Context: an optimization exercise on an open-source flow, tuned for small area, a short achievable clock period and few clock cycles per item. The choices shown serve that exercise and are no tape-out recipe.
At most, simulation tests tie the RTL to the original design; equivalence was not proved.
The RTL of runs 1 to 3 was laid out without a check of its function.

==> flow/design.v <==
    localparam SLOTS  = 16;
    localparam EW     = 33;      
    localparam logic       OP_ARM    = 1'b0;
    localparam logic       OP_EXPIRE = 1'b1;
    localparam logic [2:0] KIND_FIRE     = 3'd0;
    localparam logic [2:0] KIND_PROGRAM  = 3'd1;
    localparam logic [2:0] KIND_ACCEPTED = 3'd2;
    localparam logic [2:0] KIND_REJECTED = 3'd3;
    localparam logic [2:0] KIND_IDLE     = 3'd4;
module tmmh_front (
    input  logic           clk,
    input  logic           rst_n,
    input  logic           req_valid,
    output logic           req_ready,
    input  logic [40:0]    req_bits,
    input  logic [47:0]    now,
    input  logic           cmd_done,      
    input  logic           hold,          
    output logic           cmd_valid,
    output logic           cmd_arm,
    output logic [32:0]    cmd_exp,       
    output logic           cmd_sat,       
    output logic [7:0]     cmd_handle
);
    localparam SLOTS  = 16;
    localparam EW     = 33;      
    localparam logic       OP_ARM    = 1'b0;
    localparam logic       OP_EXPIRE = 1'b1;
    localparam logic [2:0] KIND_FIRE     = 3'd0;
    localparam logic [2:0] KIND_PROGRAM  = 3'd1;
    localparam logic [2:0] KIND_ACCEPTED = 3'd2;
    localparam logic [2:0] KIND_REJECTED = 3'd3;
    localparam logic [2:0] KIND_IDLE     = 3'd4;
    logic        valid_reg;
    logic        arm_reg;
    logic [32:0] exp_reg;
    logic        sat_reg;
    logic [7:0]  handle_reg;
    logic        push;
    logic [32:0] low_sum;
    assign req_ready = !valid_reg || (cmd_done && !hold);
    assign push      = req_valid && req_ready;
    assign low_sum   = {1'b0, now[31:0]} + {1'b0, req_bits[39:8]};
    always_ff @(posedge clk or negedge rst_n)
    begin
        if (!rst_n)
            valid_reg <= 1'b0;
        else if (push)
            valid_reg <= 1'b1;
        else if (cmd_done)
            valid_reg <= 1'b0;
    end
    always_ff @(posedge clk)
    begin
        if (push)
        begin
            arm_reg    <= (req_bits[40] == OP_ARM);
            exp_reg    <= {now[32] ^ low_sum[32], low_sum[31:0]};
            sat_reg    <= low_sum[32] && (&now[47:32]);
            handle_reg <= req_bits[7:0];
        end
    end
    assign cmd_valid  = valid_reg;
    assign cmd_arm    = arm_reg;
    assign cmd_exp    = exp_reg;
    assign cmd_sat    = sat_reg;
    assign cmd_handle = handle_reg;
endmodule
module tmmh_back (
    input  logic           clk,
    input  logic           rst_n,
    input  logic           cmd_valid,
    input  logic           cmd_arm,
    input  logic [32:0]    cmd_exp,
    input  logic           cmd_sat,
    input  logic [7:0]     cmd_handle,
    output logic           cmd_done,
    output logic           hold,
    output logic [47:0]    now,
    output logic           rsp_valid,
    input  logic           rsp_ready,
    output logic [43:0]    rsp_bits
);
    localparam SLOTS  = 16;
    localparam EW     = 33;      
    localparam logic       OP_ARM    = 1'b0;
    localparam logic       OP_EXPIRE = 1'b1;
    localparam logic [2:0] KIND_FIRE     = 3'd0;
    localparam logic [2:0] KIND_PROGRAM  = 3'd1;
    localparam logic [2:0] KIND_ACCEPTED = 3'd2;
    localparam logic [2:0] KIND_REJECTED = 3'd3;
    localparam logic [2:0] KIND_IDLE     = 3'd4;
    function automatic logic less32(input logic [31:0] a, input logic [31:0] b);
        logic [31:0] lt1, eq1;
        logic [15:0] lt2, eq2;
        logic [7:0]  lt3, eq3;
        logic [3:0]  lt4, eq4;
        logic [1:0]  lt5, eq5;
        lt1 = ~a & b;
        eq1 = ~(a ^ b);
        for (int i = 0; i < 16; i++)
        begin
            lt2[i] = lt1[2*i+1] | (eq1[2*i+1] & lt1[2*i]);
            eq2[i] = eq1[2*i+1] & eq1[2*i];
        end
        for (int i = 0; i < 8; i++)
        begin
            lt3[i] = lt2[2*i+1] | (eq2[2*i+1] & lt2[2*i]);
            eq3[i] = eq2[2*i+1] & eq2[2*i];
        end
        for (int i = 0; i < 4; i++)
        begin
            lt4[i] = lt3[2*i+1] | (eq3[2*i+1] & lt3[2*i]);
            eq4[i] = eq3[2*i+1] & eq3[2*i];
        end
        for (int i = 0; i < 2; i++)
        begin
            lt5[i] = lt4[2*i+1] | (eq4[2*i+1] & lt4[2*i]);
            eq5[i] = eq4[2*i+1] & eq4[2*i];
        end
        less32 = lt5[1] | (eq5[1] & lt5[0]);
    endfunction
    logic [SLOTS-1:0] v_reg, v_next;
    logic [EW-1:0]    se_reg [0:SLOTS-1];
    logic [7:0]       sh_reg [0:SLOTS-1];
    logic [47:0]   now_reg, now_next;
    logic [31:0]   pd_reg, pd_next;
    logic          pop_reg, pop_next;      
    logic          fin_reg, fin_next;      
    logic          rsp_valid_reg;
    logic [43:0]   rsp_reg;
    logic          skid_valid_reg;
    logic [43:0]   skid_reg;
    logic          out_valid;              
    logic [43:0]   out_bits;
    logic          go;
    logic          do_arm, do_rej, exp_first, exp_empty, do_pop, do_fin;
    logic          pop_done;
    logic [EW-1:0] arm_exp;
    logic [31:0]   arm_diff;
    logic [31:0]   arm_delay;
    logic [SLOTS-1:0] le;           
    logic          head_eq;
    logic          arm_first;
    logic [48:0]   exp_sum;
    logic          tie;
    logic [EW-1:0] next_diff;
    logic [31:0]   next_delay;
    assign go        = cmd_valid && !skid_valid_reg;
    assign arm_exp   = cmd_sat ? {EW{1'b1}} : cmd_exp;
    assign arm_diff  = cmd_exp[31:0] - now_reg[31:0];
    assign arm_delay = cmd_sat ? ~now_reg[31:0] : arm_diff;
    genvar g;
    generate
        for (g = 0; g < SLOTS; g = g + 1)
        begin : g_cmp
            assign le[g] = v_reg[g] &&
                           (cmd_sat ||
                            !(cmd_exp[EW-1] ^ se_reg[g][EW-1] ^
                              less32(cmd_exp[EW-2:0], se_reg[g][EW-2:0])));
        end
    endgenerate
    assign head_eq   = (se_reg[0] == arm_exp);
    assign arm_first = !le[0] || head_eq;
    assign exp_sum    = {1'b0, now_reg} + {17'd0, pd_reg};
    assign tie        = v_reg[1] && (se_reg[1] == se_reg[0]);
    assign next_diff  = se_reg[1] - se_reg[0];
    assign next_delay = next_diff[31:0];
    assign do_arm    = go &&  cmd_arm && !v_reg[SLOTS-1];
    assign do_rej    = go &&  cmd_arm &&  v_reg[SLOTS-1];
    assign exp_first = go && !cmd_arm && !pop_reg && !fin_reg;
    assign exp_empty = exp_first && !v_reg[0];
    assign do_pop    = go && !cmd_arm && !fin_reg && v_reg[0];
    assign do_fin    = go && !cmd_arm && fin_reg;
    assign pop_done  = do_pop && (sh_reg[0] == 8'd0) && !tie;
    assign cmd_done  = do_arm || do_rej || exp_empty || do_fin || pop_done;
    assign hold      = exp_first;
    assign now       = now_reg;
    always_comb
    begin
        now_next  = now_reg;
        pd_next   = pd_reg;
        pop_next  = pop_reg;
        fin_next  = fin_reg;
        out_valid = 1'b0;
        out_bits  = {KIND_IDLE, 8'd0, 32'd0, 1'b1};
        if (exp_first)
            now_next = exp_sum[48] ? 48'hFFFF_FFFF_FFFF : exp_sum[47:0];
        if (do_rej)
        begin
            out_valid = 1'b1;
            out_bits  = {KIND_REJECTED, 8'd0, 32'd0, 1'b1};
        end
        if (do_arm)
        begin
            out_valid = 1'b1;
            if (arm_first)
            begin
                pd_next  = arm_delay;
                out_bits = {KIND_PROGRAM, 8'd0, arm_delay, 1'b1};
            end
            else
                out_bits = {KIND_ACCEPTED, 8'd0, 32'd0, 1'b1};
        end
        if (exp_empty)
            out_valid = 1'b1;
        if (do_pop)
        begin
            pop_next = tie;
            if (!tie && v_reg[1])
                pd_next = next_delay;
            if (sh_reg[0] != 8'd0)
            begin
                fin_next  = !tie;
                out_valid = 1'b1;
                out_bits  = {KIND_FIRE, sh_reg[0], 32'd0, 1'b0};
            end
            else if (!tie)
            begin
                out_valid = 1'b1;
                if (v_reg[1])
                    out_bits = {KIND_PROGRAM, 8'd0, next_delay, 1'b1};
            end
        end
        if (do_fin)
        begin
            fin_next  = 1'b0;
            out_valid = 1'b1;
            if (v_reg[0])
                out_bits = {KIND_PROGRAM, 8'd0, pd_reg, 1'b1};
        end
    end
    generate
        for (g = 0; g < SLOTS; g = g + 1)
        begin : g_slot
            logic          ins_here, from_below;
            logic          v_up, v_dn;
            logic [EW-1:0] se_up, se_dn;
            logic [7:0]    sh_up, sh_dn;
            if (g == 0)
            begin : g_first
                assign ins_here   = !le[0];
                assign from_below = 1'b0;
                assign v_up       = 1'b0;
                assign se_up      = '0;
                assign sh_up      = '0;
            end
            else
            begin : g_rest
                assign ins_here   = le[g-1] && !le[g];
                assign from_below = !le[g-1];
                assign v_up       = v_reg[g-1];
                assign se_up      = se_reg[g-1];
                assign sh_up      = sh_reg[g-1];
            end
            if (g == SLOTS - 1)
            begin : g_last
                assign v_dn  = 1'b0;
                assign se_dn = se_reg[g];
                assign sh_dn = sh_reg[g];
            end
            else
            begin : g_inner
                assign v_dn  = v_reg[g+1];
                assign se_dn = se_reg[g+1];
                assign sh_dn = sh_reg[g+1];
            end
            always_comb
            begin
                v_next[g] = v_reg[g];
                if (do_arm)
                begin
                    if (ins_here)
                        v_next[g] = 1'b1;
                    else if (from_below)
                        v_next[g] = v_up;
                end
                else if (do_pop)
                    v_next[g] = v_dn;
            end
            always_ff @(posedge clk)
            begin
                if (do_arm)
                begin
                    if (ins_here)
                    begin
                        se_reg[g] <= arm_exp;
                        sh_reg[g] <= cmd_handle;
                    end
                    else if (from_below)
                    begin
                        se_reg[g] <= se_up;
                        sh_reg[g] <= sh_up;
                    end
                end
                else if (do_pop)
                begin
                    se_reg[g] <= se_dn;
                    sh_reg[g] <= sh_dn;
                end
            end
        end
    endgenerate
    assign rsp_valid = rsp_valid_reg;
    assign rsp_bits  = rsp_reg;
    always_ff @(posedge clk or negedge rst_n)
    begin
        if (!rst_n)
        begin
            v_reg          <= '0;
            now_reg        <= '0;
            pd_reg         <= '0;
            pop_reg        <= 1'b0;
            fin_reg        <= 1'b0;
            rsp_valid_reg  <= 1'b0;
            skid_valid_reg <= 1'b0;
        end
        else
        begin
            v_reg    <= v_next;
            now_reg  <= now_next;
            pd_reg   <= pd_next;
            pop_reg  <= pop_next;
            fin_reg  <= fin_next;
            if (!rsp_valid_reg || rsp_ready)
            begin
                rsp_valid_reg  <= skid_valid_reg || out_valid;
                skid_valid_reg <= 1'b0;
            end
            else if (out_valid)
                skid_valid_reg <= 1'b1;
        end
    end
    always_ff @(posedge clk)
    begin
        if (!rsp_valid_reg || rsp_ready)
            rsp_reg <= skid_valid_reg ? skid_reg : out_bits;
        if (!skid_valid_reg)
            skid_reg <= out_bits;
    end
endmodule
module timer_multiplexer_min_heap_core (
    input  logic        clk,
    input  logic        rst_n,
    input  logic        req_valid,
    output logic        req_ready,
    input  logic        req_operation,
    input  logic [31:0] req_timeout,
    input  logic [7:0]  req_callback_handle,
    output logic        rsp_valid,
    input  logic        rsp_ready,
    output logic [2:0]  rsp_kind,
    output logic [7:0]  rsp_fired_handle,
    output logic [31:0] rsp_delay_ms,
    output logic        rsp_last
);
    logic        cmd_valid;
    logic        cmd_done;
    logic        hold;
    logic        cmd_arm;
    logic [32:0] cmd_exp;
    logic        cmd_sat;
    logic [7:0]  cmd_handle;
    logic [47:0] now;
    logic [40:0] req;
    logic [43:0] rsp;
    assign req = {req_operation, req_timeout, req_callback_handle};
    assign {rsp_kind, rsp_fired_handle, rsp_delay_ms, rsp_last} = rsp;
    tmmh_front u_front (
        .clk        (clk),
        .rst_n      (rst_n),
        .req_valid  (req_valid),
        .req_ready  (req_ready),
        .req_bits   (req),
        .now        (now),
        .cmd_done   (cmd_done),
        .hold       (hold),
        .cmd_valid  (cmd_valid),
        .cmd_arm    (cmd_arm),
        .cmd_exp    (cmd_exp),
        .cmd_sat    (cmd_sat),
        .cmd_handle (cmd_handle)
    );
    tmmh_back u_back (
        .clk        (clk),
        .rst_n      (rst_n),
        .cmd_valid  (cmd_valid),
        .cmd_arm    (cmd_arm),
        .cmd_exp    (cmd_exp),
        .cmd_sat    (cmd_sat),
        .cmd_handle (cmd_handle),
        .cmd_done   (cmd_done),
        .hold       (hold),
        .now        (now),
        .rsp_valid  (rsp_valid),
        .rsp_ready  (rsp_ready),
        .rsp_bits   (rsp)
    );
endmodule
==> flow/run.sh <==
#!/bin/bash
# synth_recipe.tcl (not shown) runs the flow's synth.tcl, then flattens the netlist and writes it again
# the make line also repeats each setting of config.mk as NAME=value (left out here)
make -C /OpenROAD-flow-scripts/flow DESIGN_CONFIG=/design/flow/config.mk WORK_HOME=/design/flow/orfs CLKGATE_MAP_FILE= SYNTH_SCRIPT=/design/flow/synth_recipe.tcl finish
==> flow/config.mk <==
export PLATFORM = sky130hd
export DESIGN_NAME = timer_multiplexer_min_heap_core
export DESIGN_NICKNAME = timer_multiplexer_min_heap_core
export VERILOG_FILES = /design/flow/design.v
export SDC_FILE = /design/flow/constraint.sdc
export NUM_CORES = 4
export LEC_CHECK = 0
export ABC_CLOCK_PERIOD_IN_PS = 4000
export CAP_MARGIN = 20
export CORE_MARGIN = 2
export CORE_UTILIZATION = 40
export SETUP_SLACK_MARGIN = 3.0
export SLEW_MARGIN = 20
==> flow/constraint.sdc <==
create_clock -name core_clock -period 7.0 [get_ports {clk}]
set_input_delay 1.4000 -clock core_clock [delete_from_list [all_inputs] [get_ports {clk}]]
set_output_delay 1.4000 -clock core_clock [all_outputs]
set_load 0.01 [all_outputs]
==> results of run 1 <==
-- how the worst max path moves through the flow --
stage                                       to                          start  cells past startpoint
6_report         u_back.se_reg[4][1]$_DFFE_PP_  u_front.exp_reg[25]$_DFFE_PP_                     27
5_1_grt         u_back.se_reg[4][14]$_DFFE_PP_  u_front.exp_reg[25]$_DFFE_PP_                     26
4_1_cts                              req_ready  u_back.se_reg[0][1]$_DFFE_PP_                     11
3_5_place_dp   u_back.se_reg[11][11]$_DFFE_PP_  u_front.exp_reg[21]$_DFFE_PP_                     14
3_3_place_gp     u_back.se_reg[1][0]$_DFFE_PP_  u_front.exp_reg[13]$_DFFE_PP_                     11
2_1_floorplan    u_back.se_reg[1][0]$_DFFE_PP_  u_front.exp_reg[13]$_DFFE_PP_                     10
-- cells in the final DEF, fill, tap and decap left out, types with 25 or more instances in the layout --
master / netlist / layout
nand3_1: 144 / 79
buf_6: 4 / 114
ha_1: 622 / 576
nand2b_1: 42 / 32
mux2i_1: 83 / 76
a21oi_1: 286 / 261
o21a_1: 35 / 35
clkdlybuf4s50_1: 0 / 88
inv_1: 144 / 108
ha_4: 0 / 45
o21ai_0: 243 / 192
nor2b_1: 36 / 34
mux2_4: 0 / 42
edfxtp_1: 743 / 743
nand4_1: 101 / 101
nor2_4: 0 / 97
o21ai_1: 34 / 63
clkbuf_16: 0 / 138
buf_12: 0 / 85
buf_16: 0 / 30
nand2_2: 0 / 36
xor2_1: 47 / 47
a221o_1: 430 / 430
a21o_1: 156 / 155
nand2_1: 540 / 494
nand2_8: 0 / 42
and3_1: 29 / 28
a31oi_1: 53 / 47
a211oi_1: 44 / 36
nor3_1: 29 / 25
nor2_1: 561 / 410
buf_4: 7 / 265
nor2_2: 0 / 56
dfrtp_1: 101 / 101
nand3_2: 0 / 60
o211ai_1: 122 / 122
dfxtp_1: 44 / 44
xnor2_1: 104 / 102
-- critical path, delay by kind of cell, from the launching register on --
kind	cells	cell delay, ns
flops	1	0.44
fa+ha+maj	1	0.23
buf+inv	15	2.04
compound gates	5	0.86
xor+xnor	1	0.22
simple gates	5	0.68
-- cells by family (layout without fill, tap and decap cells) --
| logic type | count (synthesis) | after routing | synth area share (%) |
|---|---|---|---|
| AOI/OAI and AO/OA | 1631 | 1640 | 21.09 |
| xor gates and xnor gates | 151 | 151 | 2.305 |
| adders and majority gates | 626 | 626 | 13.71 |
| buffers and inverters | 467 | 970 | 3.263 |
| DFF | 888 | 888 | 44.84 |
| muxes | 133 | 133 | 2.430 |
| other | 0 | 2 | 0 |
| and+or+nand+nor | 1593 | 1659 | 12.37 |
-- layout make-up --
type / instances / area (µm²) / area share, %
timing repair buffer: 633 / 7719 / 10.40
inverter: 146 / 663.1 / 0.8938
clock buffer: 142 / 2930 / 3.950
sequential: 888 / 25720 / 34.67
multi-input combinational: 4209 / 34270 / 46.19
clock inverter: 49 / 519.2 / 0.6999
antenna: 2 / 5.005 / 0.006746
tap: 1890 / 2365 / 3.187
-- metrics by stage --
step	cells
floorplan	5489
global placement	7244
detailed placement	7246
CTS	7781
global route	7957
finish	7959
-- metal layers --
metal | part of all wire, % | track usage (%) | vias to the layer above | routed length, µm
met1 | 38 | 34.41 | 24830 | 84510
li1 | - | - | 22500 | -
met5 | 0.011 | 0 | - | 24
met3 | 7.6 | 3.365 | 769 | 16850
met4 | 9.0 | 18.20 | 4 | 19940
met2 | 45 | 42.92 | 2628 | 99470
-- timing repair --
item	4_1_cts	5_1_grt
resized for setup	548	603
endpoints found under the setup margin	1344	1219
gates cloned	85	52
buffers inserted	259	123
pin swaps	132	154
-- synthesized netlist by cell type (all sizes together), types with 29 or more instances --
cell type	instances	area, µm²
mux2	50	563.0
a221o	430	4304
a21o	156	1171
mux2i	83	830.8
nand4	101	631.9
nor2b	36	225.2
a31oi	53	331.6
ha	622	7782
dfrtp	101	2527
and3	29	181.4
a2111oi	30	282.8
nand2b	42	262.8
a21oi	287	1440
nor4	30	187.7
nand2	540	2027
buf	73	392.9
dfxtp	44	880.8
edfxtp	743	22310
xor2	47	411.6
nor3	29	145.1
inv	145	544.3
o21ai	278	1395
clkbuf	248	930.9
nor2	561	2106
xnor2	104	910.9
o211ai	122	915.9
a211oi	44	330.3
nand3	144	720.7
o21a	35	262.8
==> out/metrics.csv, run 1 <==
metric,value,unit
reg2reg end,u_back.se_reg[4][1]$_DFFE_PP_,
final setup vio count,0,
"critical path fanouts, max",4,
highest cell delay on the worst timing path,0.44,ns
H-tree lvl count,3,
Slew headroom,13.92,%
IO Count,91,
Worst-path clk slew,0.07,ns
Post-synth top flop,edfxtp_1,
Post-synth ARST share,11.37,%
vias in the first global route,47280,
Synth Net Count,6160,
root buffer cell,clkbuf_16,
Worst Setup Path Type,reg -> reg,
final wirelength,220800,µm
post-synthesis sequential area ratio,44.84,%
Syn Area/Cell,10.45,µm²
setup TNS,0,ns
Clock Path Buffers,3,
f_max,207.0,MHz
"Slowest-stage cell, CP",edfxtp_1,
total clock buffers created by CTS,103,
worst slack at placement,1.482,ns
starting DRC count in detailed routing,5206,
P&R area growth vs syn,29.33,%
CP endpoint kind,flop,
hold worst-path end,u_back.skid_reg[0]$_DFF_P_,
Routed Antenna Nets,0,
count of final hold-check violations,0,
Critical Path AT,5.26,ns
crit path time final,4.831,ns
Initial Util,40.42,%
RSZ-0062 raised after global routing,yes,
global-route wire length before repair,300600,µm
R2R setup slack,2.17,ns
Die Y,382.7,µm
fin nets,6652,
post-route cell area,74190,µm²
synth warn,4,
Worst-Skew Late Latency,0.73,ns
Seq cells post-synth,888,
Fillers,12140,
via count,50730,
post-DP HPWL,132100,µm
Util after Layout,52.27,%
kind of start point of the critical path,flop,
Hold Crit Start,u_back.skid_reg[0]$_DFF_P_,
CTS sink cnt,888,
CP dominant cell by count,buf_6,
Avg WL per Cell,27.74,µm
library cells used by synthesis,94,
largest net degree at the start of global routing,232,
Hold Path Stages,2,
max reg flops,528,
Rows,138,
Tot GR Track Use,26.98,%
Hold Path Class,reg -> reg,
GPL Wtd Cong,0.9651,
WP data required,7.42,ns
GRT Residual Overflow,0,
layout cells sized above 1,22.15,%
die area,146500,µm²
Post-DP Area,60260,µm²
post-synthesis cell count,5489,
input/output buffers,90,
outcome,"complete, no violations",
cts hold-fix bufs,0,
final worst path period share,69.02,%
antenna violations before repair,6,
Post-synth EDFFs,743,
drt first pass iters,6,
Least-Margin Pin Slew,1.291,ns
"Worst Setup Slack, final",2.169,ns
Max Cap Viol,0,
Via density,6.374,
drt drc,0,
Final Max Slew Viols,0,
Hold Slack,0.4558,ns
Core ar.,141900,µm²
Layout Skew,0.03952,ns
Die Wd,382.7,µm
worst r2r path cells,27,
area of the mapped netlist,57370,µm²
CTS tree,yes,
RR Startpoint,u_front.exp_reg[25]$_DFFE_PP_,
==> inputs of run 2 (changes only) <==
--- a/flow/config.mk
+++ b/flow/config.mk
@@ -9,5 +9,6 @@
 export CAP_MARGIN = 20
 export CORE_MARGIN = 2
-export CORE_UTILIZATION = 40
-export SETUP_SLACK_MARGIN = 3.0
+export CORE_UTILIZATION = 65
+export PLACE_DENSITY = 0.8
+export SETUP_SLACK_MARGIN = 2.5
 export SLEW_MARGIN = 20
==> run 2 against run 1 <==
- still clean
- clock-buffer cell count is 8 lower
- utilization grew 21 points
- first-iteration DRC count grew 26%
- critical path type is now reg -> out
- largest cell class unchanged
- highest routed layer is now met4
==> out/metrics.csv, run 2 <==
metric,value,unit,change
outcome,"complete, no violations",,unchanged
Post-synth top flop,edfxtp_1,,unchanged
Fillers,6031,,was 12140
Yosys top cell by area,edfxtp_1,,unchanged
"commonest non-fill, non-tap cell in the layout",edfxtp_1,,unchanged
global-route wire length before repair,262400,µm,was 300600 µm
P&R area growth vs syn,11.78,%,was 29.33%
kind of start point of the critical path,flop,,unchanged
drt first pass iters,6,,unchanged
synth warn,4,,unchanged
Layout Skew,0.02499,ns,was 0.03952 ns
root buffer cell,clkbuf_16,,unchanged
"critical path fanouts, max",5,,was 4
drt drc,0,,unchanged
Final Max Slew Viols,0,,unchanged
highest cell delay on the worst timing path,0.51,ns,was 0.44 ns
Tot GR Track Use,37.03,%,was 26.98%
crit path time final,4.625,ns,was 4.831 ns
most frequent cells in the layout,"edfxtp_1, ha_1, nor2_1",,"was edfxtp_1, ha_1, nand2_1"
multi-input logic area,30570,µm²,was 34270 µm²
GRT Residual Overflow,0,,unchanged
post-DP HPWL,122600,µm,was 132100 µm
Worst-Skew Late Latency,0.69,ns,was 0.73 ns
Avg WL per Cell,25.25,µm,was 27.74 µm
largest net degree at the start of global routing,203,,was 232
Die Y,301.1,µm,was 382.7 µm
CTS sink cnt,888,,unchanged
Clock Path Buffers,3,,unchanged
Worst-path clk slew,0.06,ns,was 0.07 ns
die area,90650,µm²,was 146500 µm²
count of final hold-check violations,0,,unchanged
final setup vio count,0,,unchanged
fin nets,6243,,was 6652
Hold Path Class,reg -> reg,,unchanged
setup TNS,0,ns,unchanged
max reg flops,528,,unchanged
Post-synth ARST share,11.37,%,unchanged
starting DRC count in detailed routing,6561,,was 5206
library cells used by synthesis,94,,unchanged
final wirelength,171800,µm,was 220800 µm
IO Count,91,,unchanged
post-synth top area share,38.89,%,unchanged
Core ar.,87160,µm²,was 141900 µm²
Synth Net Count,6160,,unchanged
post-synthesis sequential area ratio,44.84,%,unchanged
Syn Area/Cell,10.45,µm²,unchanged
Synth area leaders,"edfxtp_1, ha_1, a221o_1",,unchanged
Routed Antenna Nets,0,,unchanged
antenna violations before repair,0,,was 6
Util after Layout,73.57,%,was 52.27%
H-tree lvl count,3,,unchanged
"Cell Chain, Critical Path",ha_4 -> nand4_1 -> nor3_4 -> nand3b_1 -> inv_2 -> nand2_4 -> a221oi_4 -> nor2_1 -> buf_2,,
"Slowest-stage cell, CP",edfxtp_1,,unchanged
input/output buffers,90,,unchanged
cts hold-fix bufs,0,,unchanged
post-synthesis cell count,5489,,unchanged
sequential standard cell area,25720,µm²,unchanged
layout cells sized above 1,9.842,%,was 22.15%
Post-synth EDFFs,743,,unchanged
Via density,7.086,,was 6.374
Seq cells post-synth,888,,unchanged
via count,48210,,was 50730
WP data required,5.60,ns,was 7.42 ns
total clock buffers created by CTS,96,,was 103
synth cell count leaders,"edfxtp_1, ha_1, nor2_1, nand2_1, a221o_1",,unchanged
Worst Setup Path Type,reg -> out,,was reg -> reg
Initial Util,65.82,%,was 40.42%
Max Cap Viol,0,,unchanged
area of the mapped netlist,57370,µm²,unchanged
Least-Margin Pin Slew,1.130,ns,was 1.291 ns
CP endpoint kind,output port,,was flop
f_max,216.2,MHz,was 207.0 MHz
CTS tree,yes,,unchanged
vias in the first global route,46350,,was 47280
Rows,108,,was 138
most frequent cell after synthesis,edfxtp_1,,unchanged
GPL Wtd Cong,0.9741,,was 0.9651
final worst path period share,66.07,%,was 69.02%
Critical Path AT,3.22,ns,was 5.26 ns
Die Wd,301.1,µm,was 382.7 µm
RSZ-0062 raised after global routing,yes,,unchanged
Slew headroom,24.67,%,was 13.92%
antenna cells,0,,was 2
[run 2: what timing repair did]
item | in CTS | in global routing
setup buffers | 55 | 77
gates cloned | 6 | 3
pin swaps | 9 | 12
endpoints found under the setup margin | 1294 | 1001
gates resized for setup | 95 | 66
[run 2: through the flow]
stage | area (µm²) | setup slack [ns] | hold slack (ns) | instances
after detailed placement | 59170 | 1.313 | 0.4482 | 6488
after floorplan | 57390 | 2.747 | 0.4225 | 5489
after CTS | 63210 | 2.330 | 0.4817 | 6724
after global placement | 59160 | 0.7231 | 0.4404 | 6488
after global routing | 64120 | 2.307 | 0.5006 | 6804
final | 64120 | 2.375 | 0.4916 | 6804
[run 2: logic make-up after synthesis]
kind of cell,count (synthesis),synth area share [%]
adder cells (fa/ha/maj),626,13.71
AO/OA/AOI/OAI,1631,21.09
flip-flops,888,44.84
buffers and inverters,467,3.263
AND/OR/NAND/NOR,1593,12.37
multiplexers,133,2.430
XOR/XNOR,151,2.305
[run 2: final cells by class]
class                   instances  area share (%)
clock buffers                 134           4.287
well taps                    1155           2.254
clock inverters                41          0.4839
flip-flops and latches        888           40.11
inverters                     146           1.001
multi-input cells            4143           47.68
repair buffers                297           4.185
[run 2: path summary, 6_finish.rpt]
kind	startpoint	endpoint	slack, ns	cells after the start
worst max-delay path	u_back.se_reg[1][9]$_DFFE_PP_	req_ready	2.38	9
worst min-delay path	u_back.skid_reg[12]$_DFF_P_	u_back.skid_reg[12]$_DFF_P_	0.49	2
worst max register to register	u_front.exp_reg[19]$_DFFE_PP_	u_back.se_reg[2][13]$_DFFE_PP_	2.49	14
worst min register to register	u_back.skid_reg[12]$_DFF_P_	u_back.skid_reg[12]$_DFF_P_	0.49	2
max in group asynchronous	rst_n	u_back.pd_reg[0]$_DFF_PN0_	4.98	2
min in group asynchronous	rst_n	u_back.now_reg[40]$_DFFE_PN0P_	0.81	1
[run 2: routing by layer]
| layer | wire (µm) | global-route usage, % | part of all wire [%] | vias up |
|---|---|---|---|---|
| met3 | 15740 | 5.338 | 9.2 | 531 |
| met4 | 11470 | 22.41 | 6.7 | 0 |
| met5 | 0 | 0 | 0 | - |
| met2 | 77900 | 58.33 | 45 | 2860 |
| li1 | - | - | - | 21560 |
| met1 | 66670 | 48.79 | 39 | 23260 |
[run 2: worst max-delay path, delay by kind of cell (launching register included)]
family	cells	cell delay [ns]
compound gates	1	0.33
fa+ha+maj	1	0.35
buf+inv	2	0.35
simple gates	5	1.01
flops	1	0.51
==> inputs of run 3 (changes only) <==
--- a/flow/config.mk
+++ b/flow/config.mk
@@ -6,9 +6,8 @@
 export NUM_CORES = 4
 export LEC_CHECK = 0
-export ABC_CLOCK_PERIOD_IN_PS = 4000
+export ABC_CLOCK_PERIOD_IN_PS = 4500
 export CAP_MARGIN = 20
 export CORE_MARGIN = 2
 export CORE_UTILIZATION = 65
-export PLACE_DENSITY = 0.8
-export SETUP_SLACK_MARGIN = 2.5
+export SETUP_SLACK_MARGIN = 1.5
 export SLEW_MARGIN = 20
==> run 3 against run 2 <==
- die area is the same
- worst setup slack lost 0.79 ns
- cell count shrank 1.8%
- maximum frequency shrank 15%
==> out/metrics.csv, run 3 <==
metric,value,unit,change
Hold Crit Start,u_back.skid_reg[43]$_DFF_P_,,was u_back.skid_reg[12]$_DFF_P_
Die Wd,301.1,µm,unchanged
Post-Synth Adder-Cell Area,13.71,%,unchanged
Core ar.,87160,µm²,unchanged
antenna violations before repair,1,,was 0
most frequent cells in the layout,"edfxtp_1, ha_1, nor2_1",,unchanged
mux cell area share after synthesis,2.430,%,unchanged
worst r2r path cells,14,,unchanged
largest family of logic cells by synthesized area,compound AO/OA/AOI/OAI gates,,unchanged
Via density,6.979,,was 7.086
largest net degree at the start of global routing,210,,was 203
f_max,184.7,MHz,was 216.2 MHz
"critical path fanouts, max",5,,unchanged
final worst path period share,77.34,%,was 66.07%
global-route wire length before repair,259500,µm,was 262400 µm
count of final hold-check violations,0,,unchanged
Routed Antenna Nets,0,,unchanged
Rows,108,,unchanged
synth cell count leaders,"edfxtp_1, ha_1, nor2_1, nand2_1, a221o_1",,unchanged
vias in the first global route,45030,,was 46350
area of the mapped netlist,57370,µm²,unchanged
CTS tree,yes,,unchanged
Final Max Slew Viols,0,,unchanged
CTS sink cnt,888,,unchanged
Post-synth ARST share,11.37,%,unchanged
H-tree lvl count,3,,unchanged
Post-synth top flop,edfxtp_1,,unchanged
hold worst-path end,u_back.skid_reg[43]$_DFF_P_,,was u_back.skid_reg[12]$_DFF_P_
post-synthesis cell count,5489,,unchanged
kind of start point of the critical path,flop,,unchanged
outcome,"complete, no violations",,unchanged
input/output buffers,90,,unchanged
cts hold-fix bufs,0,,unchanged
GPL Wtd Cong,0.9523,,was 0.9741
GRT Residual Overflow,0,,unchanged
final wirelength,170300,µm,was 171800 µm
Critical Path AT,4.01,ns,was 3.22 ns
RSZ-0062 raised after global routing,no,,was yes
Slew headroom,24.22,%,was 24.67%
post-synthesis simple-gate area fraction,12.37,%,unchanged
post-DP HPWL,126700,µm,was 122600 µm
die area,90650,µm²,unchanged
layout cells sized above 1,6.209,%,was 9.842%
multi-input logic area,29980,µm²,was 30570 µm²
Die Y,301.1,µm,unchanged
XOR/XNOR Fraction of Synth Area,2.305,%,unchanged
Synth Net Count,6160,,unchanged
Worst-Skew Late Latency,0.69,ns,about the same
library cells used by synthesis,94,,unchanged
Hold Slack,0.4534,ns,was 0.4916 ns
post-synthesis sequential area ratio,44.84,%,unchanged
root buffer cell,clkbuf_16,,unchanged
reg2reg end,u_back.se_reg[2][12]$_DFFE_PP_,,was u_back.se_reg[2][13]$_DFFE_PP_
R2R setup slack,1.61,ns,was 2.49 ns
total clock buffers created by CTS,97,,was 96
drt drc,0,,unchanged
IO Count,91,,unchanged
Max Cap Viol,0,,unchanged
most frequent cell after synthesis,edfxtp_1,,unchanged
Initial Util,65.82,%,unchanged
Post-synth EDFFs,743,,unchanged
final setup vio count,0,,unchanged
via count,46620,,was 48210
Layout Skew,0.02368,ns,was 0.02499 ns
max reg flops,528,,unchanged
post-synth top area share,38.89,%,unchanged
Hold Path Stages,2,,unchanged
crit path time final,5.414,ns,was 4.625 ns
Hold Path Class,reg -> reg,,unchanged
P&R area growth vs syn,8.807,%,was 11.78%
Synth area leaders,"edfxtp_1, ha_1, a221o_1",,unchanged
starting DRC count in detailed routing,5061,,was 6561
antenna cells,0,,unchanged
fin nets,6117,,was 6243
Worst Setup Path Type,reg -> out,,unchanged
setup TNS,0,ns,unchanged
Least-Margin Pin Slew,1.132,ns,was 1.130 ns
Fillers,6366,,was 6031
CP endpoint kind,output port,,unchanged
Tot GR Track Use,36.91,%,was 37.03%
Syn Area/Cell,10.45,µm²,unchanged
Yosys top cell by area,edfxtp_1,,unchanged
WP data required,5.60,ns,about the same
compound-gate portion of the synthesized area,21.09,%,unchanged
Seq cells post-synth,888,,unchanged
Clock Path Buffers,3,,unchanged
RR Startpoint,u_front.exp_reg[23]$_DFFE_PP_,,was u_front.exp_reg[19]$_DFFE_PP_
Avg WL per Cell,25.50,µm,was 25.25 µm
sequential standard cell area,25720,µm²,unchanged
drt first pass iters,6,,unchanged
Worst-path clk slew,0.06,ns,about the same
synth warn,4,,unchanged
"commonest non-fill, non-tap cell in the layout",edfxtp_1,,unchanged
run 3: worst max-delay path by stage:
stage,from,cells past startpoint,to
final,u_back.se_reg[0][7]$_DFFE_PP_,10,req_ready
after global placement,u_front.exp_reg[23]$_DFFE_PP_,14,u_back.se_reg[3][3]$_DFFE_PP_
after detailed placement,u_front.exp_reg[23]$_DFFE_PP_,14,u_back.se_reg[3][5]$_DFFE_PP_
after floorplan,u_back.skid_valid_reg$_DFFE_PN0P_,8,u_front.arm_reg$_DFFE_PP_
after global routing,u_back.se_reg[0][2]$_DFFE_PP_,11,req_ready
after CTS,u_front.exp_reg[23]$_DFFE_PP_,14,u_back.se_reg[3][5]$_DFFE_PP_
run 3: logic make-up (layout without fill, tap and decap cells):
group                      after synthesis  count (layout)
AOI/OAI and AO/OA                     1631            1631
and+or+nand+nor                       1593            1593
DFF                                    888             888
adders and majority gates              626             626
buffers and inverters                  467             502
xor gates and xnor gates               151             151
muxes                                  133             133
run 3: metrics by stage:
stage               utilization [%]  instance area, µm²  std cells  worst slack [ns]
floorplan                         -               57370       5489             1.564
global placement              67.98               59250       6499            0.1326
detailed placement            68.02               59290       6501            0.9325
CTS                           71.58               62390       6678             1.533
global route                  71.61               62420       6679             1.512
finish                        71.61               62420       6679             1.586
run 3: critical path, cell delays in order (launching register included):
cell and delay (ns):
edfxtp_1 0.60, inv_1 0.28, ha_1 0.43, nand4_1 0.19
nor3_4 0.34, nand3b_1 0.24, inv_1 0.14, nand2_1 0.10
a221oi_2 0.40, nor2_1 0.11, clkdlybuf4s50_1 0.50
run 3: cell type report:
| cell class | instances | area share, % |
|---|---|---|
| clock inverters | 49 | 0.6775 |
| inverters | 146 | 0.8980 |
| multi-input cells | 4134 | 48.04 |
| repair buffers | 179 | 2.622 |
| well taps | 1155 | 2.315 |
| clock buffers | 128 | 4.244 |
| flip-flops and latches | 888 | 41.21 |
run 3: routing by layer:
| layer | up-vias | wire length, µm | GRT usage (%) |
|---|---|---|---|
| li1 | 21260 | - | - |
| met1 | 22640 | 68860 | 49.17 |
| met2 | 2320 | 78540 | 59.79 |
| met3 | 402 | 13800 | 4.899 |
| met4 | 0 | 9097 | 18.03 |
| met5 | - | 0 | 0 |
run 3: what timing repair did:
action                     4_1_cts  5_1_grt
setup endpoints to repair      107       33
resized for setup                9        1
buffers inserted                 0        1
hold endpoints to repair         0        0
==> inputs of run 4 (changes only) <==
--- a/flow/design.v
+++ b/flow/design.v
@@ -16,5 +16,6 @@
     input  logic [47:0]    now,
     input  logic           cmd_done,      
-    input  logic           hold,          
+    input  logic           room_next,     
+    input  logic           fin_next,      
     output logic           cmd_valid,
     output logic           cmd_arm,
@@ -32,5 +33,7 @@
     localparam logic [2:0] KIND_REJECTED = 3'd3;
     localparam logic [2:0] KIND_IDLE     = 3'd4;
-    logic        valid_reg;
+    logic        valid_reg, valid_next;
+    logic        ready_reg, ready_next;
+    logic        arm_next;
     logic        arm_reg;
     logic [32:0] exp_reg;
@@ -39,15 +42,22 @@
     logic        push;
     logic [32:0] low_sum;
-    assign req_ready = !valid_reg || (cmd_done && !hold);
-    assign push      = req_valid && req_ready;
+    assign req_ready  = ready_reg;
+    assign push       = req_valid && ready_reg;
+    assign valid_next = push || (valid_reg && !cmd_done);
+    assign arm_next   = push ? (req_bits[40] == OP_ARM) : arm_reg;
+    assign ready_next = !valid_next || (room_next && (arm_next || fin_next));
     assign low_sum   = {1'b0, now[31:0]} + {1'b0, req_bits[39:8]};
     always_ff @(posedge clk or negedge rst_n)
     begin
         if (!rst_n)
+        begin
             valid_reg <= 1'b0;
-        else if (push)
-            valid_reg <= 1'b1;
-        else if (cmd_done)
-            valid_reg <= 1'b0;
+            ready_reg <= 1'b0;
+        end
+        else
+        begin
+            valid_reg <= valid_next;
+            ready_reg <= ready_next;
+        end
     end
     always_ff @(posedge clk)
@@ -76,5 +86,6 @@
     input  logic [7:0]     cmd_handle,
     output logic           cmd_done,
-    output logic           hold,
+    output logic           room_next,
+    output logic           fin_next,
     output logic [47:0]    now,
     output logic           rsp_valid,
@@ -127,8 +138,8 @@
     logic [31:0]   pd_reg, pd_next;
     logic          pop_reg, pop_next;      
-    logic          fin_reg, fin_next;      
-    logic          rsp_valid_reg;
+    logic          fin_reg;                
+    logic          rsp_valid_reg, rsp_valid_next;
     logic [43:0]   rsp_reg;
-    logic          skid_valid_reg;
+    logic          skid_valid_reg, skid_valid_next;
     logic [43:0]   skid_reg;
     logic          out_valid;              
@@ -175,5 +186,4 @@
     assign pop_done  = do_pop && (sh_reg[0] == 8'd0) && !tie;
     assign cmd_done  = do_arm || do_rej || exp_empty || do_fin || pop_done;
-    assign hold      = exp_first;
     assign now       = now_reg;
     always_comb
@@ -323,13 +333,21 @@
             pop_reg  <= pop_next;
             fin_reg  <= fin_next;
-            if (!rsp_valid_reg || rsp_ready)
-            begin
-                rsp_valid_reg  <= skid_valid_reg || out_valid;
-                skid_valid_reg <= 1'b0;
-            end
-            else if (out_valid)
-                skid_valid_reg <= 1'b1;
+            rsp_valid_reg  <= rsp_valid_next;
+            skid_valid_reg <= skid_valid_next;
+        end
+    end
+    always_comb
+    begin
+        rsp_valid_next  = rsp_valid_reg;
+        skid_valid_next = skid_valid_reg;
+        if (!rsp_valid_reg || rsp_ready)
+        begin
+            rsp_valid_next  = skid_valid_reg || out_valid;
+            skid_valid_next = 1'b0;
         end
+        else if (out_valid)
+            skid_valid_next = 1'b1;
     end
+    assign room_next = !skid_valid_next;
     always_ff @(posedge clk)
     begin
@@ -357,5 +375,6 @@
     logic        cmd_valid;
     logic        cmd_done;
-    logic        hold;
+    logic        room_next;
+    logic        fin_next;
     logic        cmd_arm;
     logic [32:0] cmd_exp;
@@ -375,5 +394,6 @@
         .now        (now),
         .cmd_done   (cmd_done),
-        .hold       (hold),
+        .room_next  (room_next),
+        .fin_next   (fin_next),
         .cmd_valid  (cmd_valid),
         .cmd_arm    (cmd_arm),
@@ -391,5 +411,6 @@
         .cmd_handle (cmd_handle),
         .cmd_done   (cmd_done),
-        .hold       (hold),
+        .room_next  (room_next),
+        .fin_next   (fin_next),
         .now        (now),
         .rsp_valid  (rsp_valid),
--- a/flow/config.mk
+++ b/flow/config.mk
@@ -6,8 +6,9 @@
 export NUM_CORES = 4
 export LEC_CHECK = 0
-export ABC_CLOCK_PERIOD_IN_PS = 4500
+export ABC_CLOCK_PERIOD_IN_PS = 3500
 export CAP_MARGIN = 20
 export CORE_MARGIN = 2
 export CORE_UTILIZATION = 65
-export SETUP_SLACK_MARGIN = 1.5
+export PLACE_DENSITY = 0.8
+export SETUP_SLACK_MARGIN = 3.2
 export SLEW_MARGIN = 20
==> run 4 against run 3 <==
- the flow now stops in 5_1_grt
- synthesized cell count grew 1.8%
- synthesized area grew 0.67%
==> out/metrics.csv, run 4 <==
metric,value,unit,change
outcome,aborted with a tool error,,"was complete, no violations"
Stopped at,5_1_grt,,
First Err,[ERROR GRT-0232] Routing congestion too high. Check the congestion heatmap in the GUI.,,
Post-DP Area,59740,µm²,was 59290 µm²
Post-synth ARST share,11.47,%,was 11.37%
XOR/XNOR Fraction of Synth Area,2.321,%,was 2.305%
library cells used by synthesis,91,,was 94
GPL Wtd Cong,0.9993,,was 0.9523
Rows,109,,was 108
Tot GR Track Use,70.97,%,
compound-gate portion of the synthesized area,21.01,%,was 21.09%
GRT Residual Overflow,208,,
Initial Util,65.44,%,was 65.82%
post-synthesis sequential area ratio,44.56,%,was 44.84%
mux cell area share after synthesis,2.249,%,was 2.430%
Post-synth EDFFs,742,,was 743
Clock Path Buffers,3,,unchanged
Seq cells post-synth,889,,was 888
GRT worst endpoint,u_back.se_reg[11][23]$_DFFE_PP_/D,,
most frequent cell after synthesis,edfxtp_1,,unchanged
cts hold-fix bufs,0,,unchanged
Post-synth top flop,edfxtp_1,,unchanged
total clock buffers created by CTS,97,,unchanged
IO Count,91,,unchanged
post-synth top area share,38.58,%,was 38.89%
post-synthesis simple-gate area fraction,12.85,%,was 12.37%
post-DP HPWL,127200,µm,was 126700 µm
largest net degree at the start of global routing,213,,
post-synthesis cell count,5586,,was 5489
input/output buffers,90,,unchanged
synth cell count leaders,"edfxtp_1, ha_1, nand2_1, nor2_1, a221o_1",,"was edfxtp_1, ha_1, nor2_1, nand2_1, a221o_1"
root buffer cell,clkbuf_16,,unchanged
Synth Net Count,6257,,was 6160
H-tree lvl count,3,,unchanged
area of the mapped netlist,57750,µm²,was 57370 µm²
largest family of logic cells by synthesized area,compound AO/OA/AOI/OAI gates,,unchanged
CTS sink cnt,889,,was 888
worst ep type,sequential cell input,,
Syn Area/Cell,10.34,µm²,was 10.45 µm²
Post-Synth Adder-Cell Area,13.62,%,was 13.71%
Synth area leaders,"edfxtp_1, ha_1, a221o_1",,unchanged
Die Wd,302.1,µm,was 301.1 µm
synth warn,4,,unchanged
Die Y,302.1,µm,was 301.1 µm
placed cell count,6610,,was 6501
Yosys top cell by area,edfxtp_1,,unchanged
[run 4: cell count changes after synthesis, sizes merged, moves of 14 or more]
cell	previous run	this run
a221o	430	381
clkbuf	248	273
inv	145	184
nand2	540	600
o221ai	3	66
a2111oi	30	16
a21oi	287	264
o211ai	122	108
buf	73	44
[run 4: worst max path at each step]
stage / endpoint / slack, ns / start
4_1_cts: u_front.sat_reg$_DFFE_PP_ / 3.00 / req_timeout[0]
3_3_place_gp: u_back.se_reg[3][32]$_DFFE_PP_ / 1.60 / u_front.exp_reg[1]$_DFFE_PP_
2_1_floorplan: u_back.se_reg[2][0]$_DFFE_PP_ / 2.81 / u_front.exp_reg[29]$_DFFE_PP_
3_5_place_dp: u_back.se_reg[3][32]$_DFFE_PP_ / 1.52 / u_front.exp_reg[19]$_DFFE_PP_
[run 4: kinds of logic after synthesis]
family                     after synthesis
AOI/OAI and AO/OA                     1630
adders and majority gates              626
xor gates and xnor gates               153
muxes                                  124
buffers and inverters                  503
and+or+nand+nor                       1661
DFF                                    889
[run 4: what timing repair did]
action | in CTS
gates resized for setup | 345
hold endpoints to repair | 0
cloned | 40
buffers inserted | 169
endpoints found under the setup margin | 1390
pin swaps | 68
[run 4: routing by layer]
layer	track usage (%)	GRT overflow
met1	72.74	5
met2	86.43	75
met3	57.17	6
met4	66.11	121
met5	25.78	1
[run 4: metrics by stage]
stage,worst slack (ns),utilization (%)
4_1_cts,3.001,75.27
3_5_place_dp,1.520,67.71
3_3_place_gp,1.598,67.71
2_1_floorplan,2.814,-
Testbench counts of run 4, summed over its fixed seeds: cycles 6,709, requests 4,800.
==> inputs of run 5 (changes only) <==
--- a/flow/config.mk
+++ b/flow/config.mk
@@ -6,9 +6,9 @@
 export NUM_CORES = 4
 export LEC_CHECK = 0
-export ABC_CLOCK_PERIOD_IN_PS = 3500
+export ABC_CLOCK_PERIOD_IN_PS = 4000
 export CAP_MARGIN = 20
 export CORE_MARGIN = 2
 export CORE_UTILIZATION = 65
 export PLACE_DENSITY = 0.8
-export SETUP_SLACK_MARGIN = 3.2
+export SETUP_SLACK_MARGIN = 2.5
 export SLEW_MARGIN = 20
==> run 5 against run 4 <==
- now clean on timing, DRC and antenna
- synthesized cell count is the same
- synthesized area did not move
==> out/metrics.csv, run 5 <==
metric,value,unit,change
GR Layer Usage met3,4.654,%,
drt drc,0,,
Avg WL per Cell,25.50,µm,
Layout Skew,0.02956,ns,
post-route cell area,64200,µm²,
most frequent cells in the layout,"edfxtp_1, ha_1, nand2_1",,
post-synthesis cell count,5586,,unchanged
Hold Path Stages,1,,
placed cell count,6598,,was 6610
Post-synth top flop,edfxtp_1,,unchanged
Via density,7.112,,
Syn Area/Cell,10.34,µm²,unchanged
setup TNS,0,ns,
final worst path period share,65.02,%,
WP data required,7.42,ns,
Synth Net Count,6257,,unchanged
busiest metal layer after global routing,met2,,
final setup vio count,0,,
crit path time final,4.551,ns,
worst r2r path cells,13,,
GRT met2 Usage,60.11,%,
post-DP HPWL,127200,µm,about the same
final wirelength,175400,µm,
via count,48940,,
die area,91240,µm²,
GPL Wtd Cong,0.9844,,was 0.9993
Post-DP Area,59570,µm²,was 59740 µm²
fin nets,6303,,
synth warn,4,,unchanged
CP endpoint kind,flop,,
Worst-path clk slew,0.07,ns,
CTS sink cnt,889,,unchanged
Clock Path Buffers,3,,unchanged
post-synth top area share,38.58,%,unchanged
Synth area leaders,"edfxtp_1, ha_1, a221o_1",,unchanged
outcome,"complete, no violations",,was aborted with a tool error
post-synthesis sequential area ratio,44.56,%,unchanged
Core ar.,88240,µm²,
RR Startpoint,u_front.exp_reg[19]$_DFFE_PP_,,
reg2reg end,u_back.sh_reg[12][7]$_DFFE_PP_,,
Die Y,302.1,µm,unchanged
Hold Path Class,reg -> reg,,
Die Wd,302.1,µm,unchanged
root buffer cell,clkbuf_16,,unchanged
Worst Setup Path Type,reg -> reg,,
library cells used by synthesis,91,,unchanged
drt first pass iters,7,,
GRT met1 Usage,48.99,%,
global-route wire length before repair,263400,µm,
layout cells sized above 1,8.416,%,
synth cell count leaders,"edfxtp_1, ha_1, nand2_1, nor2_1, a221o_1",,unchanged
vias in the first global route,46070,,
CP startpoint,u_front.exp_reg[19]$_DFFE_PP_,,
count of final hold-check violations,0,,
R2R setup slack,2.45,ns,
Initial Util,65.44,%,unchanged
RSZ-0062 raised after global routing,yes,,
Post-synth ARST share,11.47,%,unchanged
"commonest non-fill, non-tap cell in the layout",edfxtp_1,,
P&R area growth vs syn,11.17,%,
"critical path fanouts, max",41,,
f_max,219.7,MHz,
Post-synth EDFFs,742,,unchanged
Seq cells post-synth,889,,unchanged
GRT Residual Overflow,0,,
total clock buffers created by CTS,97,,unchanged
input/output buffers,90,,unchanged
antenna violations before repair,3,,
Tot GR Track Use,37.14,%,
Routed Antenna Nets,0,,
Slew headroom,31.52,%,
starting DRC count in detailed routing,5706,,
CTS tree,yes,,
cts hold-fix bufs,0,,unchanged
max reg flops,528,,
Worst-Skew Late Latency,0.71,ns,
H-tree lvl count,3,,unchanged
Finished Layout Cells,6881,,
Max Cap Viol,0,,
largest net degree at the start of global routing,158,,
kind of start point of the critical path,flop,,
most frequent cell after synthesis,edfxtp_1,,unchanged
area of the mapped netlist,57750,µm²,unchanged
Rows,109,,unchanged
IO Count,91,,unchanged
Worst setup endpoint,u_back.sh_reg[12][7]$_DFFE_PP_,,
Final Max Slew Viols,0,,
Least-Margin Pin Slew,1.024,ns,
Yosys top cell by area,edfxtp_1,,unchanged
Critical Path AT,4.97,ns,
run 5: cell counts after synthesis:
No cell type changed its count.
run 5: area by class of cell:
type	count	area, µm²
Multi-Input combinational cell	4201	30590
Sequential cell	889	25730
Fill cell	6137	24040
Clock buffer	129	2711
Timing Repair Buffer	257	2307
Tap cell	1165	1458
Inverter	186	767.0
Clock inverter	53	626.9
Antenna cell	1	2.502
run 5: logic make-up (layout without fill, tap and decap cells):
family,after synthesis,count (layout),synth area share (%)
multiplexers,124,124,2.249
adder cells (fa/ha/maj),626,626,13.62
other,0,1,0
buffers and inverters,503,625,3.393
AO/OA/AOI/OAI,1630,1633,21.01
XOR/XNOR,153,153,2.321
flip-flops,889,889,44.56
AND/OR/NAND/NOR,1661,1665,12.85
run 5: worst min-delay path by stage:
stage | endpoint | start
after floorplan | u_back.skid_reg[43]$_DFF_P_ | u_back.skid_reg[43]$_DFF_P_
after global placement | u_back.skid_reg[0]$_DFF_P_ | u_back.skid_reg[0]$_DFF_P_
after detailed placement | u_back.skid_reg[41]$_DFF_P_ | u_back.skid_reg[41]$_DFF_P_
after CTS | u_back.skid_reg[41]$_DFF_P_ | u_back.skid_reg[41]$_DFF_P_
after global routing | u_back.skid_reg[41]$_DFF_P_ | u_back.skid_reg[41]$_DFF_P_
final | u_back.skid_reg[41]$_DFF_P_ | u_back.skid_reg[41]$_DFF_P_
run 5: per-stage QoR:
stage	worst slack, ns	hold slack, ns	util [%]
final	2.449	0.4697	72.76
after global routing	2.437	0.4994	72.75
after CTS	2.399	0.4692	71.95
after detailed placement	1.819	0.4543	67.51
after global placement	1.845	0.4481	67.50
after floorplan	2.535	0.4225	-
run 5: worst max-delay path: stages, from the launching register on:
cell and delay, ns:
edfxtp_1 0.46, clkinvlp_4 0.32, ha_1 0.42, nand4_1 0.23, nor4_2 0.39, o21ai_0 0.20, a31oi_2 0.32, o21ai_1 0.18
a2111oi_1 0.62, a311oi_2 0.15, nand2b_2 0.21, buf_8 0.33, mux2i_1 0.27, o21ai_0 0.10
run 5: routing by layer:
layer	vias to the layer above	share of wire [%]
met5	-	0
met4	0	6.0
met3	522	8.9
met2	2869	46
met1	23740	39
li1	21810	-
run 5: what timing repair did:
item / in CTS / in global routing
gates cloned: 2 / 5
endpoints found under the hold margin: 0 / 0
buffers inserted: 36 / 57
pin swaps: 3 / 9
endpoints found under the setup margin: 1022 / 1111
resized for setup: 52 / 49
==> inputs of run 6 (changes only) <==
--- a/flow/design.v
+++ b/flow/design.v
@@ -16,6 +16,5 @@
     input  logic [47:0]    now,
     input  logic           cmd_done,      
-    input  logic           room_next,     
-    input  logic           fin_next,      
+    input  logic           can_take,      
     output logic           cmd_valid,
     output logic           cmd_arm,
@@ -33,7 +32,5 @@
     localparam logic [2:0] KIND_REJECTED = 3'd3;
     localparam logic [2:0] KIND_IDLE     = 3'd4;
-    logic        valid_reg, valid_next;
-    logic        ready_reg, ready_next;
-    logic        arm_next;
+    logic        valid_reg;
     logic        arm_reg;
     logic [32:0] exp_reg;
@@ -42,22 +39,15 @@
     logic        push;
     logic [32:0] low_sum;
-    assign req_ready  = ready_reg;
-    assign push       = req_valid && ready_reg;
-    assign valid_next = push || (valid_reg && !cmd_done);
-    assign arm_next   = push ? (req_bits[40] == OP_ARM) : arm_reg;
-    assign ready_next = !valid_next || (room_next && (arm_next || fin_next));
+    assign req_ready  = !valid_reg || can_take;
+    assign push       = req_valid && req_ready;
     assign low_sum   = {1'b0, now[31:0]} + {1'b0, req_bits[39:8]};
     always_ff @(posedge clk or negedge rst_n)
     begin
         if (!rst_n)
-        begin
             valid_reg <= 1'b0;
-            ready_reg <= 1'b0;
-        end
-        else
-        begin
-            valid_reg <= valid_next;
-            ready_reg <= ready_next;
-        end
+        else if (push)
+            valid_reg <= 1'b1;
+        else if (cmd_done)
+            valid_reg <= 1'b0;
     end
     always_ff @(posedge clk)
@@ -86,6 +76,5 @@
     input  logic [7:0]     cmd_handle,
     output logic           cmd_done,
-    output logic           room_next,
-    output logic           fin_next,
+    output logic           can_take,
     output logic [47:0]    now,
     output logic           rsp_valid,
@@ -138,12 +127,10 @@
     logic [31:0]   pd_reg, pd_next;
     logic          pop_reg, pop_next;      
-    logic          fin_reg;                
+    logic          fin_reg, fin_next;      
     logic          rsp_valid_reg, rsp_valid_next;
-    logic [43:0]   rsp_reg;
-    logic          skid_valid_reg, skid_valid_next;
-    logic [43:0]   skid_reg;
+    logic [35:0]   rsp_reg;                
     logic          out_valid;              
-    logic [43:0]   out_bits;
-    logic          go;
+    logic [35:0]   out_bits;
+    logic          can_emit, go;
     logic          do_arm, do_rej, exp_first, exp_empty, do_pop, do_fin;
     logic          pop_done;
@@ -158,5 +145,7 @@
     logic [EW-1:0] next_diff;
     logic [31:0]   next_delay;
-    assign go        = cmd_valid && !skid_valid_reg;
+    assign can_emit  = !rsp_valid_reg || rsp_ready;
+    assign go        = cmd_valid && can_emit;
+    assign can_take  = go && (cmd_arm || fin_reg);
     assign arm_exp   = cmd_sat ? {EW{1'b1}} : cmd_exp;
     assign arm_diff  = cmd_exp[31:0] - now_reg[31:0];
@@ -194,5 +183,5 @@
         fin_next  = fin_reg;
         out_valid = 1'b0;
-        out_bits  = {KIND_IDLE, 8'd0, 32'd0, 1'b1};
+        out_bits  = {1'b0, KIND_IDLE, 32'd0};
         if (exp_first)
             now_next = exp_sum[48] ? 48'hFFFF_FFFF_FFFF : exp_sum[47:0];
@@ -200,5 +189,5 @@
         begin
             out_valid = 1'b1;
-            out_bits  = {KIND_REJECTED, 8'd0, 32'd0, 1'b1};
+            out_bits  = {1'b0, KIND_REJECTED, 32'd0};
         end
         if (do_arm)
@@ -208,8 +197,8 @@
             begin
                 pd_next  = arm_delay;
-                out_bits = {KIND_PROGRAM, 8'd0, arm_delay, 1'b1};
+                out_bits = {1'b0, KIND_PROGRAM, arm_delay};
             end
             else
-                out_bits = {KIND_ACCEPTED, 8'd0, 32'd0, 1'b1};
+                out_bits = {1'b0, KIND_ACCEPTED, 32'd0};
         end
         if (exp_empty)
@@ -224,5 +213,5 @@
                 fin_next  = !tie;
                 out_valid = 1'b1;
-                out_bits  = {KIND_FIRE, sh_reg[0], 32'd0, 1'b0};
+                out_bits  = {1'b1, KIND_FIRE, 24'd0, sh_reg[0]};
             end
             else if (!tie)
@@ -230,5 +219,5 @@
                 out_valid = 1'b1;
                 if (v_reg[1])
-                    out_bits = {KIND_PROGRAM, 8'd0, next_delay, 1'b1};
+                    out_bits = {1'b0, KIND_PROGRAM, next_delay};
             end
         end
@@ -238,5 +227,5 @@
             out_valid = 1'b1;
             if (v_reg[0])
-                out_bits = {KIND_PROGRAM, 8'd0, pd_reg, 1'b1};
+                out_bits = {1'b0, KIND_PROGRAM, pd_reg};
         end
     end
@@ -313,16 +302,19 @@
     endgenerate
     assign rsp_valid = rsp_valid_reg;
-    assign rsp_bits  = rsp_reg;
+    assign rsp_bits  = {rsp_reg[34:32],
+                        rsp_reg[7:0] & {8{rsp_reg[35]}},
+                        rsp_reg[31:8],
+                        rsp_reg[7:0] & {8{!rsp_reg[35]}},
+                        !rsp_reg[35]};
     always_ff @(posedge clk or negedge rst_n)
     begin
         if (!rst_n)
         begin
-            v_reg          <= '0;
-            now_reg        <= '0;
-            pd_reg         <= '0;
-            pop_reg        <= 1'b0;
-            fin_reg        <= 1'b0;
-            rsp_valid_reg  <= 1'b0;
-            skid_valid_reg <= 1'b0;
+            v_reg         <= '0;
+            now_reg       <= '0;
+            pd_reg        <= '0;
+            pop_reg       <= 1'b0;
+            fin_reg       <= 1'b0;
+            rsp_valid_reg <= 1'b0;
         end
         else
@@ -333,27 +325,12 @@
             pop_reg  <= pop_next;
             fin_reg  <= fin_next;
-            rsp_valid_reg  <= rsp_valid_next;
-            skid_valid_reg <= skid_valid_next;
-        end
-    end
-    always_comb
-    begin
-        rsp_valid_next  = rsp_valid_reg;
-        skid_valid_next = skid_valid_reg;
-        if (!rsp_valid_reg || rsp_ready)
-        begin
-            rsp_valid_next  = skid_valid_reg || out_valid;
-            skid_valid_next = 1'b0;
+            if (can_emit)
+                rsp_valid_reg <= out_valid;
         end
-        else if (out_valid)
-            skid_valid_next = 1'b1;
     end
-    assign room_next = !skid_valid_next;
     always_ff @(posedge clk)
     begin
-        if (!rsp_valid_reg || rsp_ready)
-            rsp_reg <= skid_valid_reg ? skid_reg : out_bits;
-        if (!skid_valid_reg)
-            skid_reg <= out_bits;
+        if (can_emit)
+            rsp_reg <= out_bits;
     end
 endmodule
@@ -375,6 +352,5 @@
     logic        cmd_valid;
     logic        cmd_done;
-    logic        room_next;
-    logic        fin_next;
+    logic        can_take;
     logic        cmd_arm;
     logic [32:0] cmd_exp;
@@ -394,6 +370,5 @@
         .now        (now),
         .cmd_done   (cmd_done),
-        .room_next  (room_next),
-        .fin_next   (fin_next),
+        .can_take   (can_take),
         .cmd_valid  (cmd_valid),
         .cmd_arm    (cmd_arm),
@@ -411,6 +386,5 @@
         .cmd_handle (cmd_handle),
         .cmd_done   (cmd_done),
-        .room_next  (room_next),
-        .fin_next   (fin_next),
+        .can_take   (can_take),
         .now        (now),
         .rsp_valid  (rsp_valid),
--- a/flow/config.mk
+++ b/flow/config.mk
@@ -10,5 +10,7 @@
 export CORE_MARGIN = 2
 export CORE_UTILIZATION = 65
+export CTS_BUF_LIST = sky130_fd_sc_hd__clkbuf_4 sky130_fd_sc_hd__clkbuf_8
 export PLACE_DENSITY = 0.8
-export SETUP_SLACK_MARGIN = 2.5
+export SETUP_SLACK_MARGIN = 2.8
 export SLEW_MARGIN = 20
+export TNS_END_PERCENT = 10
==> run 6 against run 5 <==
- still clean
- global-route usage grew 0.79 points
- via count increased by 1.0%
- register-to-register slack better by 0.17 ns
- worst hold slack gained 0.015 ns
- synthesized cell count increased by 0.47%
- sequential share of layout area down 1.5 points
- maximum frequency up 3.9%
- die area fell by 0.93%
- worst setup slack improved by 0.17 ns
- critical path type unchanged
- critical endpoint is now u_back.se_reg[14][32]$_DFFE_PP_
==> out/metrics.csv, run 6 <==
metric,value,unit,change
crit path time final,4.381,ns,was 4.551 ns
Core ar.,87020,µm²,was 88240 µm²
most frequent cell after synthesis,edfxtp_1,,unchanged
f_max,228.3,MHz,was 219.7 MHz
Seq cells post-synth,835,,was 889
GRT Residual Overflow,0,,unchanged
Routed Antenna Nets,0,,unchanged
fin nets,6371,,was 6303
library cells used by synthesis,87,,was 91
count of final hold-check violations,0,,unchanged
drt drc,0,,unchanged
Util after Layout,73.10,%,was 72.76%
Worst Setup Path Type,reg -> reg,,unchanged
final worst path period share,62.58,%,was 65.02%
post-route cell area,63620,µm²,was 64200 µm²
die area,90390,µm²,was 91240 µm²
P&R area growth vs syn,11.22,%,was 11.17%
most frequent cells in the layout,"edfxtp_1, nor2_1, ha_1",,"was edfxtp_1, ha_1, nand2_1"
total clock buffers created by CTS,147,,was 97
setup TNS,0,ns,unchanged
max reg flops,528,,unchanged
Hold Path Class,reg -> reg,,unchanged
Tot GR Track Use,37.93,%,was 37.14%
outcome,"complete, no violations",,unchanged
Post-Synth Adder-Cell Area,13.75,%,was 13.62%
Post-DP Area,58640,µm²,was 59570 µm²
Post-synth ARST share,11.98,%,was 11.47%
input/output buffers,90,,unchanged
drt first pass iters,9,,was 7
Avg WL per Cell,26.04,µm,was 25.50 µm
Fillers,6184,,was 6137
final setup vio count,0,,unchanged
layout cells sized above 1,11.19,%,was 8.416%
Critical Path AT,4.98,ns,was 4.97 ns
CTS tree,yes,,unchanged
root buffer cell,clkbuf_8,,was clkbuf_16
Die Y,300.6,µm,was 302.1 µm
Synth Net Count,6283,,was 6257
antenna violations before repair,6,,was 3
mux cell area share after synthesis,2.078,%,was 2.249%
"critical path fanouts, max",20,,was 41
## run 6: metrics by stage
| step | hold WS, ns | setup slack, ns | instances |
|---|---|---|---|
| finish | 0.4850 | 2.619 | 6978 |
| floorplan | 0.4330 | 2.666 | 5612 |
| global placement | 0.4563 | 1.303 | 6560 |
| global route | 0.5085 | 2.577 | 6976 |
| detailed placement | 0.4712 | 1.246 | 6560 |
| CTS | 0.4793 | 2.423 | 6936 |
## run 6: layer usage
layer | up-vias | GRT usage, % | share of wire (%)
li1 | 22010 | - | -
met1 | 23550 | 49.45 | 37
met2 | 3226 | 59.47 | 45
met3 | 660 | 6.537 | 11
met4 | 4 | 23.03 | 7.2
met5 | - | 0 | 0.0077
## run 6: final cells by class
class	instances	area [µm²]	area share, %
tap	1155	1445	2.272
clock buffer	200	2465	3.875
multi-input combinational	4283	31530	49.56
sequential	835	24570	38.63
inverter	162	698.2	1.097
timing repair buffer	270	2486	3.908
clock inverter	69	402.9	0.6333
timing repair inverter	1	7.507	0.01180
antenna	3	7.507	0.01180
## run 6: what timing repair did
item,4_1_cts,5_1_grt
endpoints found under the setup margin,1313,1319
hold buffers,0,0
hold endpoints to repair,0,0
pin swaps,16,28
resized for setup,101,91
cloned,10,18
setup buffers,97,21
## run 6: logic make-up (layout without fill, tap and decap cells)
kind of cell,after synthesis,after routing
buffers and inverters,521,702
AO/OA/AOI/OAI,1667,1672
XOR/XNOR,145,145
multiplexers,113,113
adder cells (fa/ha/maj),626,626
flip-flops,835,835
other,0,3
AND/OR/NAND/NOR,1705,1727
## run 6: worst paths after layout
kind	endpoint	startpoint	slack (ns)	cells after the start
min in group asynchronous	u_back.v_reg[8]$_DFFE_PN0P_	rst_n	0.62	1
max reg2reg	u_back.se_reg[14][32]$_DFFE_PP_	u_front.exp_reg[13]$_DFFE_PP_	2.62	14
max in group asynchronous	u_back.pd_reg[8]$_DFF_PN0_	rst_n	5.04	2
min	u_back.now_reg[44]$_DFFE_PN0P_	u_back.now_reg[44]$_DFFE_PN0P_	0.48	1
min reg2reg	u_back.now_reg[44]$_DFFE_PN0P_	u_back.now_reg[44]$_DFFE_PN0P_	0.48	1
max	u_back.se_reg[14][32]$_DFFE_PP_	u_front.exp_reg[13]$_DFFE_PP_	2.62	14
## run 6: worst max-delay path: stages (launching register included)
cell	delay, ns
edfxtp_1	0.48
clkinvlp_4	0.29
buf_4	0.24
ha_1	0.31
a21o_1	0.18
a211o_1	0.32
a211oi_1	0.22
o211ai_1	0.21
a221oi_2	0.40
xnor2_2	0.17
o21ai_2	0.28
buf_4	0.27
a41o_4	0.35
nor2_1	0.11
a221o_1	0.29
Testbench counts of run 6, summed over its fixed seeds: cycles 6,709, requests 4,800.

re-timing with driven ports:
In the flow no input, the clock included, has a driving cell. The finished layouts below were timed again as built, in two steps.
Step 1 sets driving cells, clkbuf_16 on the clock port and buf_2 on the other inputs (assumed; they add their load-dependent delay and slew).
Step 2, shift: input delay + t, output delay - t, t = (earliest + latest rising clock arrival at the registers) / 2. This alone moves slack from input paths to output paths.
a / b / c = ideal / step 1 / step 2; a / b = the first two.
run | t (ns) | slack for setup (ns) | worst setup path after step 2
run 1 | 0.793 | 2.169 / 2.169 / 2.169 | register to register
run 2 | 0.751 | 2.375 / 2.298 / 1.989 | input to register
run 3 | 0.752 | 1.586 / 1.515 / 1.609 | register to register
run 5 | 0.764 | 2.449 / 2.449 / 1.998 | input to register
run 6 | 0.899 | 2.619 / 2.619 / 2.091 | input to register
After both steps setup and hold are still met in every run listed. For run 6, which loses most, drivers alone change the setup slack by 0.000 ns; drivers and shift together by -0.528 ns.
